This is an optimization exercise on Yosys and OpenROAD, whose aim is small area, a short achievable clock period and few clock cycles per item, not a production implementation.
Function was checked by simulation only, so behaviour that the tests miss may differ from the original.
No driver is modelled on the clock port, so clock power and skew are understated where the tree is cut down; a real chip needs a root buffer or a tree.
Power figures rest on the tool's default switching activity, not on a simulated workload.

Design top_payload_generator, start of the top module:
module top_payload_generator (
    input  logic                          clk,
    input  logic                          resetn,
    input  logic [15:0]                   session_id_i,
    input  logic [31:0]                   msg_seq_num_i,
    input  logic [4-1:0]            pe_valid_i,
    input  logic [4*(32 + 32 + 16 + 64)-1:0]   pe_order_i,
    output logic [4-1:0]            pe_ready_o,
    input  logic                          tready_i,
    output logic                          tvalid_o,
    output logic                          tlast_o,
    output logic [64-1:0]            tdata_o
);
For scale: roughly 94 flip-flops, about 8300 sq um of cells after synthesis.
clock: 5.0 ns
lec_check: 0
cap_margin: 20
core_margin: 2
core_utilization: 40
slew_margin: 20
run.sh (not shown) runs the stock make flow with config.mk's settings and CLKGATE_MAP_FILE= SYNTH_SCRIPT=/design/flow/synth_recipe.tcl, a recipe that flattens the netlist after the stock synthesis.
The first run ended with an error in I/O pin placement (3_2_place_iop) with PPL-0024.
Testbench counts at the start, summed over its fixed seeds: cycles 38,416, items 9,600.
Rerun with:
CORE_AREA = 2.5 2.5 242.5 242.5   (was not set)
CORE_MARGIN = not set   (was 2)
CORE_UTILIZATION = not set   (was 40)
DIE_AREA = 0 0 245 245   (was not set)
Outcome:
- This time the run completed with no timing, DRC or antenna violations
- synthesized area stays the same
- synthesized cell count stays the same

---

build 19:
Another version of the RTL of top_payload_generator (not shown whole).
Size in the first run: roughly 740 cells after synthesis, roughly 700 I/O pins, roughly 7200 um^2 of cells after synthesis.
Design top_payload_generator, start of the top module:
module top_payload_generator (
    input  logic                          clk,
    input  logic                          resetn,
    input  logic [15:0]                   session_id_i,
    input  logic [31:0]                   msg_seq_num_i,
    input  logic [4-1:0]            pe_valid_i,
    input  logic [4*(32 + 32 + 16 + 64)-1:0]   pe_order_i,
    output logic [4-1:0]            pe_ready_o,
    input  logic                          tready_i,
    output logic                          tvalid_o,
    output logic                          tlast_o,
    output logic [64-1:0]            tdata_o
);
    logic                 tvalid_q;
    logic                 tlast_q;
    logic [3:0]           bsel_q;
    logic [2:0][4-1:0] esel_q;
    stream_pkg::pe_idx_t  cur_q;       
    stream_pkg::pe_idx_t  nxt_q;       
    logic                 have_q;
    logic [4-1:0]   rdy_q;
    logic [4-1:0]   acc_q;       
    logic [4-1:0]   valid_q;     
    logic                 adv_q;       
    stream_pkg::beat_t    tdata_q, tdata_d;
  ...
Settings: LEC_CHECK=0, CAP_MARGIN=20, CORE_AREA=2.5 2.5 197.5 197.5, DIE_AREA=0 0 200 200, SETUP_SLACK_MARGIN=3.0, SLEW_MARGIN=20; clock period 5.0 ns.
standard.sh (not shown) runs the stock make flow with config.mk's settings and CLKGATE_MAP_FILE= SYNTH_SCRIPT=/design/flow/synth_recipe.tcl, a recipe that flattens the netlist after the stock synthesis.
==> flow/flow/run.sh <==
#!/bin/bash
# The standard flow, with four changes: the port buffers are the smallest
# buffer cell, the pins may sit on every routing track, they are placed in
# regions (flow/io.tcl, made by gen/io_gen.py) that keep each tdata_o bit next
# to the input bits feeding it, and the clock tree is two levels of buffers
# built by flow/cts_hand.tcl in place of clock tree synthesis.
export BUFFER_PORTS_ARGS="-buffer_cell sky130_fd_sc_hd__buf_1"
export PLACE_PINS_ARGS="-min_distance 1 -min_distance_in_tracks"
export IO_CONSTRAINTS="$PWD/flow/io.tcl"
export PRE_CTS_TCL="$PWD/flow/cts_hand.tcl"
bash standard.sh > standard.log 2>&1
==> flow/flow/cts_hand.tcl <==
# Sourced by ORFS's cts.tcl before clock tree synthesis (PRE_CTS_TCL).
# Builds a two-level clock tree by hand: the clock port drives four
# clkbuf_4 buffers, each driving two clkbuf_8 leaf buffers, each driving the
# flip-flop clock pins of one eighth of them (split by angle around their
# centre), then replaces the
# clock_tree_synthesis command with a no-op so the rest of cts.tcl (timing
# repair and legalisation) runs on this tree.
set nb 8
set block [ord::get_db_block]
set db [ord::get_db]
set clknet [$block findNet clk]
set master [$db findMaster sky130_fd_sc_hd__clkbuf_4]
set leaf_master [$db findMaster sky130_fd_sc_hd__clkbuf_8]
set sinks [$clknet getITerms]
set pts {}
foreach it $sinks {
  set box [[$it getInst] getBBox]
  lappend pts [list [expr {([$box xMin] + [$box xMax]) / 2.0}] [expr {([$box yMin] + [$box yMax]) / 2.0}]]
}
puts "hand clock tree: [llength $sinks] clock sinks"
# split the sinks into nb clusters of equal size, contiguous in angle
# around the centre of the sinks
set sx 0.0; set sy 0.0
foreach p $pts { set sx [expr {$sx + [lindex $p 0]}]; set sy [expr {$sy + [lindex $p 1]}] }
set cx [expr {$sx / [llength $pts]}]
set cy [expr {$sy / [llength $pts]}]
set keyed {}
set i 0
foreach p $pts {
  lappend keyed [list [expr {atan2([lindex $p 1] - $cy, [lindex $p 0] - $cx)}] $i]
  incr i
}
set keyed [lsort -real -index 0 $keyed]
set n [llength $pts]
set assign [lrepeat $n 0]
set k 0
foreach kv $keyed {
  lset assign [lindex $kv 1] [expr {($k * $nb) / $n}]
  incr k
}
set cents {}
for {set g 0} {$g < $nb} {incr g} {
  set sx 0.0; set sy 0.0; set m 0
  foreach p $pts a $assign {
    if {$a == $g} { set sx [expr {$sx + [lindex $p 0]}]; set sy [expr {$sy + [lindex $p 1]}]; incr m }
  }
  lappend cents [list [expr {$sx / max($m, 1)}] [expr {$sy / max($m, 1)}]]
}
set leaves {}
for {set g 0} {$g < $nb} {incr g} {
  set members {}
  foreach it $sinks a $assign { if {$a == $g} { lappend members $it } }
  set inst [odb::dbInst_create $block $leaf_master "clkbuf_leaf_$g"]
  set net [odb::dbNet_create $block "clknet_leaf_$g"]
  $net setSigType CLOCK
  foreach it $members { $it disconnect; $it connect $net }
  [$inst findITerm X] connect $net
  set c [lindex $cents $g]
  $inst setLocation [expr {int([lindex $c 0])}] [expr {int([lindex $c 1])}]
  $inst setPlacementStatus PLACED
  lappend leaves $inst
  puts "hand clock tree: leaf $g drives [llength $members] sinks from [lindex $c 0] [lindex $c 1]"
}
for {set r 0} {$r < $nb / 2} {incr r} {
  set inst [odb::dbInst_create $block $master "clkbuf_root_$r"]
  set net [odb::dbNet_create $block "clknet_root_$r"]
  $net setSigType CLOCK
  [$inst findITerm A] connect $clknet
  [$inst findITerm X] connect $net
  set c0 [lindex $cents [expr {2 * $r}]]
  set c1 [lindex $cents [expr {2 * $r + 1}]]
  foreach l [lrange $leaves [expr {2 * $r}] [expr {2 * $r + 1}]] { [$l findITerm A] connect $net }
  $inst setLocation [expr {int(([lindex $c0 0] + [lindex $c1 0]) / 2)}] [expr {int(([lindex $c0 1] + [lindex $c1 1]) / 2)}]
  $inst setPlacementStatus PLACED
}
$clknet setSigType CLOCK
global_connect
detailed_placement
rename clock_tree_synthesis clock_tree_synthesis_unused
proc clock_tree_synthesis {args} { puts "clock tree built by hand (flow/cts_hand.tcl)" }
Other scripts of this flow, unchanged in this note and not shown: flow/flow/io.tcl
Testbench counts of build 19, summed over its fixed seeds: cycles 38,432, items 9,600.
Changes in build 25 relative to build 19:
--- a/flow/flow/run.sh
+++ b/flow/flow/run.sh
@@ -5 +5 @@
-# to the input bits feeding it, and the clock tree is two levels of buffers
+# to the input bits feeding it, and the clock tree is one level of buffers
--- a/flow/flow/cts_hand.tcl
+++ b/flow/flow/cts_hand.tcl
@@ -2,4 +2,3 @@
-# Builds a two-level clock tree by hand: the clock port drives four
-# clkbuf_4 buffers, each driving two clkbuf_8 leaf buffers, each driving the
-# flip-flop clock pins of one eighth of them (split by angle around their
-# centre), then replaces the
+# Builds a one-level clock tree by hand: the clock port drives four
+# clkbuf_16 buffers, each driving the flip-flop clock pins of one quarter of
+# them (split by angle around their centre), then replaces the
@@ -8 +7 @@
-set nb 8
+set nb 4
@@ -12,2 +11 @@
-set master [$db findMaster sky130_fd_sc_hd__clkbuf_4]
-set leaf_master [$db findMaster sky130_fd_sc_hd__clkbuf_8]
+set master [$db findMaster sky130_fd_sc_hd__clkbuf_16]
@@ -49 +46,0 @@
-set leaves {}
@@ -53,2 +50,3 @@
-  set inst [odb::dbInst_create $block $leaf_master "clkbuf_leaf_$g"]
-  set net [odb::dbNet_create $block "clknet_leaf_$g"]
+  if {[llength $members] == 0} { continue }
+  set inst [odb::dbInst_create $block $master "clkbuf_hand_$g"]
+  set net [odb::dbNet_create $block "clknet_hand_$g"]
@@ -56,0 +55 @@
+  [$inst findITerm A] connect $clknet
@@ -61,14 +60 @@
-  lappend leaves $inst
-  puts "hand clock tree: leaf $g drives [llength $members] sinks from [lindex $c 0] [lindex $c 1]"
-}
-for {set r 0} {$r < $nb / 2} {incr r} {
-  set inst [odb::dbInst_create $block $master "clkbuf_root_$r"]
-  set net [odb::dbNet_create $block "clknet_root_$r"]
-  $net setSigType CLOCK
-  [$inst findITerm A] connect $clknet
-  [$inst findITerm X] connect $net
-  set c0 [lindex $cents [expr {2 * $r}]]
-  set c1 [lindex $cents [expr {2 * $r + 1}]]
-  foreach l [lrange $leaves [expr {2 * $r}] [expr {2 * $r + 1}]] { [$l findITerm A] connect $net }
-  $inst setLocation [expr {int(([lindex $c0 0] + [lindex $c1 0]) / 2)}] [expr {int(([lindex $c0 1] + [lindex $c1 1]) / 2)}]
-  $inst setPlacementStatus PLACED
+  puts "hand clock tree: buffer $g drives [llength $members] sinks from [lindex $c 0] [lindex $c 1]"
--- a/flow/config.mk
+++ b/flow/config.mk
@@ -11 +11 @@
-export SETUP_SLACK_MARGIN = 3.0
+export SETUP_SLACK_MARGIN = 2.9
[summary]
- Build 25 finished every step from synthesis to the final layout, and the layout passed the timing, DRC and antenna checks.
- There was hardly any difference in average routed wire per standard cell between build 25 and build 19.
- Compared with build 19, build 25 shows a lower number of post-CTS setup repair buffers.
- Build 25 vs build 19: final non-filler cell total down
- Build 25 vs. build 19: least setup slack across all paths after layout went down by 0.036 ns.
- The wire length reported for build 25 is smaller than that of build 19 by 0.93%.
- Of build 25 and build 19, build 25 shows the higher sequential share of power, with build 19 below it.
- Final setup skew | build 25 below build 19
- Build 25 vs build 19, transition time at the pin with the least slew margin went up by 0.079 ns.
- In build 25, the net switching share of the total power came out 0.78 points below the value in build 19.
Changes in build 64 relative to build 25:
--- a/flow/config.mk
+++ b/flow/config.mk
@@ -11 +11 @@
-export SETUP_SLACK_MARGIN = 2.9
+export SETUP_SLACK_MARGIN = 3.1
==> comparison <==
- [build 64] first-pass iteration count of the detailed router rose 3 relative to build 25
- Final worst setup slack in build 64 is 0.050 ns above build 25.
- Max capacitance violation total came out exactly the same in build 25 and build 64.
- Against build 25, build 64 comes in 8.2 points higher on layout overhead on the synthesized area.
- Build 64 gives more post-cts resize count than build 25 did.
- reg2reg as the type of the setup path with the least slack was reported by build 25, and in2reg by build 64.
- Looking at post-route clock period utilization across build 25 and build 64, the one that comes out lower is build 64.
> inputs changed (build 64 -> build 92)
--- a/flow/config.mk
+++ b/flow/config.mk
@@ -11 +11 @@
-export SETUP_SLACK_MARGIN = 3.1
+export SETUP_SLACK_MARGIN = 3.0
## What came out
Build 92 finished end to end and its layout was clean on timing, DRC and antenna. Compared build 92 vs build 64, and total wire length is down in build 92. Max switching part of the total power across build 92 and build 64: build 64. Compared to build 64, build 92 has global-route wire length before repair about 4.6% lower. Against build 64, build 92 comes in about 9% higher on wire length on met3. On overall via count from detail_route, build 92 and build 64 are neck and neck. Build 92 vs build 64: post-layout instance area down. Looking at critical path depth across build 92 and build 64, the one that comes out higher is build 64. In build 92, power is lower than in build 64. Compared with build 64, power per unit of standard cell area in build 92 increased slightly. | worst setup slack | build 64 vs build 92 | ≈ equal |. Build 92 — number of global-route vias before repair 5.1% lower, build 64 as reference.
> inputs changed (build 92 -> build 53)
--- a/flow/flow/run.sh
+++ b/flow/flow/run.sh
@@ -5 +5 @@
-# to the input bits feeding it, and the clock tree is one level of buffers
+# to the input bits feeding it, and the clock tree is two levels of buffers
--- a/flow/flow/cts_hand.tcl
+++ b/flow/flow/cts_hand.tcl
@@ -2,3 +2,4 @@
-# Builds a one-level clock tree by hand: the clock port drives four
-# clkbuf_16 buffers, each driving the flip-flop clock pins of one quarter of
-# them (split by angle around their centre), then replaces the
+# Builds a two-level clock tree by hand: the clock port drives four
+# clkbuf_16 buffers, each driving two leaf buffers, each driving the
+# flip-flop clock pins of one eighth of them (split by angle around their
+# centre), then replaces the
@@ -7 +8 @@
-set nb 4
+set nb 8
@@ -46,0 +48 @@
+set leaves {}
@@ -50,3 +52,2 @@
-  if {[llength $members] == 0} { continue }
-  set inst [odb::dbInst_create $block $master "clkbuf_hand_$g"]
-  set net [odb::dbNet_create $block "clknet_hand_$g"]
+  set inst [odb::dbInst_create $block $master "clkbuf_leaf_$g"]
+  set net [odb::dbNet_create $block "clknet_leaf_$g"]
@@ -55 +55,0 @@
-  [$inst findITerm A] connect $clknet
@@ -60 +60,14 @@
-  puts "hand clock tree: buffer $g drives [llength $members] sinks from [lindex $c 0] [lindex $c 1]"
+  lappend leaves $inst
+  puts "hand clock tree: leaf $g drives [llength $members] sinks from [lindex $c 0] [lindex $c 1]"
+}
+for {set r 0} {$r < $nb / 2} {incr r} {
+  set inst [odb::dbInst_create $block $master "clkbuf_root_$r"]
+  set net [odb::dbNet_create $block "clknet_root_$r"]
+  $net setSigType CLOCK
+  [$inst findITerm A] connect $clknet
+  [$inst findITerm X] connect $net
+  set c0 [lindex $cents [expr {2 * $r}]]
+  set c1 [lindex $cents [expr {2 * $r + 1}]]
+  foreach l [lrange $leaves [expr {2 * $r}] [expr {2 * $r + 1}]] { [$l findITerm A] connect $net }
+  $inst setLocation [expr {int(([lindex $c0 0] + [lindex $c1 0]) / 2)}] [expr {int(([lindex $c0 1] + [lindex $c1 1]) / 2)}]
+  $inst setPlacementStatus PLACED
### Flow results
When the final numbers for build 92 and build 53 were put side by side, the highest ir drop seen on vdd turned out to be smaller in build 53.
Build 53 supports a higher top clock frequency than build 92.
Compared with build 92, build 53 shows power that has gone up by more than 10%.
Delta (build 53 minus build 92): worst hold slack went down, clock latency of the later-clocked register in the worst-skew pair went up, total via count after detailed routing went up, worst setup slack went up, buffers plus inverters on the worst setup path went down.
Part of the power in combinational logic: build 92 and build 53 compared, higher one is build 92
No run of this note takes its clock network from TritonCTS; it comes from the design's own scripts or RTL.

static timing again, ports no longer ideal:
Ports are ideal in the flow. The routed layouts listed here were re-timed in OpenROAD.
Step 1 (the two cells are an assumption about what drives the block):
set clk [get_ports {clk}]
set_driving_cell -lib_cell sky130_fd_sc_hd__clkbuf_16 $clk
set_driving_cell -lib_cell sky130_fd_sc_hd__buf_2 [delete_from_list [all_inputs] $clk]
Step 2 adds t to the input delays and takes it off the output delays; t is the mean of the earliest and latest rising clock arrival at the registers after step 1. Input paths then give back, and output paths get back, about the clock's delay inside the block.
Three values: no drivers, after step 1, after step 2; two values: the first two.
run	t (ns)	setup WS [ns]	worst setup path at the end	latest minus earliest clock arrival (ns)	pins driven straight from the clock port
the second run of note 1	0.430	1.999 / 1.999 / 1.914	input to register	0.016 / 0.016	1
build 19	0.385	3.065 / 2.986 / 2.831	input to register	0.029 / 0.029	4
build 25	0.276	3.029 / 3.029 / 2.835	input to register	0.014 / 0.014	4
build 64	0.279	3.079 / 3.071 / 2.855	input to register	0.015 / 0.015	4
build 92	0.272	3.082 / 3.088 / 2.856	input to register	0.012 / 0.012	4
build 53	0.364	3.104 / 3.030 / 2.824	input to register	0.012 / 0.012	4
After both steps setup and hold are still met in every run listed. For build 53, which loses most, drivers alone change the setup slack by -0.074 ns; drivers and shift together by -0.280 ns.
